This is an optimization exercise on Yosys and OpenROAD, whose aim is small area and a short achievable clock period, not a production implementation.
RTL that was checked went through simulation tests only; none was proved equivalent to the original.

==> flow/design.v <==
package alu_pkg;
  localparam int ALU_DATA_WIDTH = 32;
  localparam logic [7:0] OP_ALU_ADD = 8'h00;
  localparam logic [7:0] OP_ALU_SUB = 8'h01;
  localparam logic [7:0] OP_ALU_AND = 8'h02;
  localparam logic [7:0] OP_ALU_OR  = 8'h03;
  localparam logic [7:0] OP_ALU_XOR = 8'h04;
  localparam logic [7:0] OP_ALU_INV = 8'h05;
  localparam logic [7:0] OP_ALU_SLT = 8'h06;
  localparam logic [7:0] OP_ALU_SLL = 8'h07;
  localparam logic [7:0] OP_ALU_SRL = 8'h08;
  localparam logic [7:0] OP_ALU_SRA = 8'h09;
  localparam logic [7:0] OP_ALU_MUL = 8'h0A;
  localparam logic [7:0] OP_ALU_DIV = 8'h0B;
  localparam logic [7:0] OP_ALU_MOD = 8'h0C;
endpackage
module alu_prefix_add #(
  parameter int W  = 8,
  parameter int PT = 0    
) (
  input  logic [W-1:0] x,
  input  logic [W-1:0] y,
  input  logic         cin,
  output logic [W-1:0] s,
  output logic         cout
);
  localparam int L = (W > 1) ? $clog2(W) : 1;
  logic [W-1:0] p0, g0, gg, pp;
  always_comb begin
    p0 = x ^ y;
    g0 = x & y;
    gg = g0;
    pp = p0;
    gg[0] = g0[0] | (p0[0] & cin);
    if (PT == 0) begin
      for (int l = 0; l < L; l++) begin
        for (int i = W - 1; i >= 0; i--) begin
          if ((i >> l) & 1) begin
            gg[i] = gg[i] | (pp[i] & gg[((i >> l) << l) - 1]);
            pp[i] = pp[i] & pp[((i >> l) << l) - 1];
          end
        end
      end
    end else if (PT == 1) begin
      for (int l = 0; l < L; l++) begin
        for (int i = (1 << (l + 1)) - 1; i < W; i += (1 << (l + 1))) begin
          gg[i] = gg[i] | (pp[i] & gg[i - (1 << l)]);
          pp[i] = pp[i] & pp[i - (1 << l)];
        end
      end
      for (int l = L - 2; l >= 0; l--) begin
        for (int i = 3 * (1 << l) - 1; i < W; i += (1 << (l + 1))) begin
          gg[i] = gg[i] | (pp[i] & gg[i - (1 << l)]);
          pp[i] = pp[i] & pp[i - (1 << l)];
        end
      end
    end else begin
      for (int i = 1; i < W; i++) gg[i] = gg[i] | (pp[i] & gg[i-1]);
    end
    s[0] = p0[0] ^ cin;
    for (int i = 1; i < W; i++) s[i] = p0[i] ^ gg[i-1];
    cout = gg[W-1];
  end
endmodule
module alu_divider #(
  parameter int PT = 0
) (
  input  logic        i_div,     
  input  logic        i_cin,     
  input  logic [31:0] i_y,       
  input  logic [31:0] i_lsb,     
  input  logic [31:0] i_msel,    
  input  logic [31:0] i_hb,      
  output logic [31:0] o_sel,     
  output logic [31:0] o_f        
);
  logic [31:0] rout [0:31];
  for (genvar j = 31; j >= 0; j--) begin : g_row
    localparam int W = 32 - j;
    logic [W-1:0] x, s;
    logic         co;
    if (j == 31) begin : g_top
      assign x = i_lsb[j];
    end else begin : g_mid
      assign x = {rout[j+1][W-2:0], i_lsb[j]};
    end
    alu_prefix_add #(.W(W), .PT(PT)) u_add (.x(x), .y(i_y[W-1:0]), .cin(i_cin), .s(s), .cout(co));
    assign o_sel[j] = i_div ? (co & ~i_hb[j]) : i_msel[j];
    if (W < 32) begin : g_pad
      assign rout[j] = {{(32-W){1'b0}}, (o_sel[j] ? s : x)};
    end else begin : g_full
      assign rout[j] = o_sel[j] ? s : x;
    end
  end
  assign o_f = rout[0];
endmodule
module alu_core
#(
  parameter int DATA_WIDTH = alu_pkg::ALU_DATA_WIDTH
) (
  input  logic                  clk,
  input  logic                  rst_n,
  input  logic [7:0]            i_alu_op,
  input  logic [DATA_WIDTH-1:0] i_a,
  input  logic [DATA_WIDTH-1:0] i_b,
  output logic [DATA_WIDTH-1:0] o_c,
  output logic                  o_zero,
  output logic                  o_div0,
  output logic [DATA_WIDTH-1:0] o_c_q,
  output logic                  o_zero_q
);
  function automatic logic [31:0] cneg(input logic [31:0] x, input logic inv, input logic inc);
    logic [31:0] r;
    logic        any;
    any = 1'b0;
    for (int k = 0; k < 32; k++) begin
      r[k] = x[k] ^ (inv & ~(inc & ~any));
      any  = any | x[k];
    end
    cneg = r;
  endfunction
  logic [3:0]  op;
  logic [31:0] a, b;
  assign op = i_alu_op[3:0];
  assign a  = i_a;
  assign b  = i_b;
  logic valid;
  logic is_add, is_sub, is_and, is_or, is_xor, is_inv, is_slt;
  logic is_sll, is_srl, is_sra, is_mul, is_div, is_rem;
  assign valid  = (i_alu_op[7:4] == 4'd0);
  assign is_add = valid & (op == 4'h0);
  assign is_sub = valid & (op == 4'h1);
  assign is_and = valid & (op == 4'h2);
  assign is_or  = valid & (op == 4'h3);
  assign is_xor = valid & (op == 4'h4);
  assign is_inv = valid & (op == 4'h5);
  assign is_slt = valid & (op == 4'h6);
  assign is_sll = valid & (op == 4'h7);
  assign is_srl = valid & (op == 4'h8);
  assign is_sra = valid & (op == 4'h9);
  assign is_mul = valid & (op == 4'hA);
  assign is_div = valid & (op == 4'hB);
  assign is_rem = valid & (op == 4'hC);
  logic        dm, divrem, addsub, subm, mulm, sgn, b_zero;
  logic [4:0]  sh;
  logic [31:0] onehot, abs_b, bd, dvd, y, lsb, msel, hb;
  assign dm     = op[3] & (op[2] | op[0] | ~op[1]);
  assign divrem = op[3] & (op[2] | (op[1] & op[0]));
  assign addsub = ~op[3] & ~(op[1] & op[0]);
  assign subm   = ~op[3] & (op[1] ^ op[0]);
  assign mulm   = op[3];
  assign sgn    = op[3] & (op[2] | op[0]);
  assign b_zero = (b == 32'd0);
  assign sh     = addsub ? 5'd0 : b[4:0];
  always_comb begin
    for (int k = 0; k < 32; k++) onehot[k] = (sh == k[4:0]);
  end
  assign abs_b = cneg(b, b[31], b[31]);
  assign bd    = divrem ? abs_b : onehot;
  assign dvd   = cneg(a, a[31] & sgn, a[31] & divrem);
  assign y     = dm ? ~bd : (addsub ? (b ^ {32{subm}}) : a);
  assign lsb   = (dm | addsub) ? dvd : 32'd0;
  assign msel  = mulm ? b : onehot;
  always_comb begin
    hb[0] = 1'b0;
    for (int j = 1; j < 32; j++) hb[j] = |(bd >> (32 - j));
  end
  logic [31:0] qsel, f;
  alu_divider u_divider (
    .i_div (dm),
    .i_cin (dm | subm),
    .i_y   (y),
    .i_lsb (lsb),
    .i_msel(msel),
    .i_hb  (hb),
    .o_sel (qsel),
    .o_f   (f)
  );
  logic        negq, n_inv, n_inc;
  logic [31:0] n_x, arr_res;
  assign negq    = (a[31] ^ b[31]) & ~b_zero;
  assign n_x     = (is_div | is_srl | is_sra) ? qsel : f;
  assign n_inc   = (is_div & negq) | (is_rem & a[31]);
  assign n_inv   = n_inc | (is_sra & a[31]);
  assign arr_res = cneg(n_x, n_inv, n_inc);
  logic slt;
  assign slt = (a[31] ^ b[31]) ? a[31] : f[31];
  logic [3:0]  tt;
  logic [31:0] lg;
  assign tt = {is_and | is_or, is_or | is_xor, is_or | is_xor | is_inv, is_inv};
  always_comb begin
    for (int k = 0; k < 32; k++) lg[k] = tt[{a[k], b[k]}];
  end
  logic [31:0] c_d;
  logic        zero_d;
  always_comb begin
    c_d = lg
        | {31'd0, is_slt & slt}
        | ({32{is_add | is_sub | is_sll | is_srl | is_sra | is_mul | is_div | is_rem}} & arr_res);
    zero_d = (c_d == 32'd0);
  end
  assign o_c    = c_d;
  assign o_zero = zero_d;
  assign o_div0 = (is_div | is_rem) & b_zero;
  always_ff @(posedge clk or negedge rst_n) begin
    if (!rst_n) begin
      o_c_q    <= {DATA_WIDTH{1'b0}};
      o_zero_q <= 1'b0;
    end else begin
      o_c_q    <= c_d;
      o_zero_q <= zero_d;
    end
  end
endmodule
Settings: LEC_CHECK=0, ABC_AREA=1, CAP_MARGIN=20, CORE_MARGIN=2, CORE_UTILIZATION=40, SLEW_MARGIN=20; clock period 200.0 ns.
standard.sh (not shown) runs the stock make flow with config.mk's settings and CLKGATE_MAP_FILE= SYNTH_SCRIPT=/design/flow/synth_recipe.tcl, a recipe that flattens the netlist after the stock synthesis.
==> flow/flow/run.sh <==
#!/bin/bash
set -o pipefail
bash standard.sh SETUP_SLACK_MARGIN=50 SKIP_GATE_CLONING=1 SKIP_PIN_SWAP=1 cts > standard_flow_to_cts.log 2>&1
bash standard.sh finish > standard_flow_finish.log 2>&1
Next try:
--- a/flow/design.v
+++ b/flow/design.v
@@ -192,11 +192,14 @@
     for (int k = 0; k < 32; k++) lg[k] = tt[{a[k], b[k]}];
   end
+  logic        arr_op, arr_zero;
   logic [31:0] c_d;
   logic        zero_d;
+  assign arr_op   = is_add | is_sub | is_sll | is_srl | is_sra | is_mul | is_div | is_rem;
+  assign arr_zero = (n_inv & ~n_inc) ? (&n_x) : ~(|n_x);
   always_comb begin
     c_d = lg
         | {31'd0, is_slt & slt}
-        | ({32{is_add | is_sub | is_sll | is_srl | is_sra | is_mul | is_div | is_rem}} & arr_res);
-    zero_d = (c_d == 32'd0);
+        | ({32{arr_op}} & arr_res);
+    zero_d = arr_op ? arr_zero : ((lg | {31'd0, is_slt & slt}) == 32'd0);
   end
   assign o_c    = c_d;
What happened: Final area falls slightly; global-route usage goes up by 0.59 points; worst setup slack got worse by 0.59 ns; sequential share of layout area stays flat; synthesized area decreases by a few percent; count of clock-buffer cells in the layout goes up by 1; wire length falls by a few percent; maximum frequency fell slightly; first-iteration DRC count rose by roughly a tenth; worst hold slack improves by 0.33 ns; via count falls by a few percent.
No functional check of the RTL was part of the second run of this note.

-- re-timing with driven ports --
The results above use ideal ports. As a check the final layouts listed here were re-extracted and re-timed, cells and wires unchanged.
Step 1: set_driving_cell puts a clkbuf_16 on clk and a buf_2 on each other input, an assumption about the parent block.
Step 2 also shifts input and output timing later by t, the mid clock arrival at the registers, as if the neighbouring blocks saw the same clock.
Three values: no drivers, after step 1, after step 2; two values: the first two.
run	t (ns)	slack for setup (ns)	clock arrival spread, ns	slew at the worst register clock pin (ns)
the first run	0.322	48.946 / 48.913 / 48.913	0.009 / 0.009	0.06 / 0.06
the second run	0.314	48.356 / 48.329 / 48.329	0.005 / 0.005	0.05 / 0.05
After both steps every run listed still meets setup and hold. The setup slack of the first run, which loses most, moves by -0.033 ns with the drivers and by -0.033 ns with both steps.
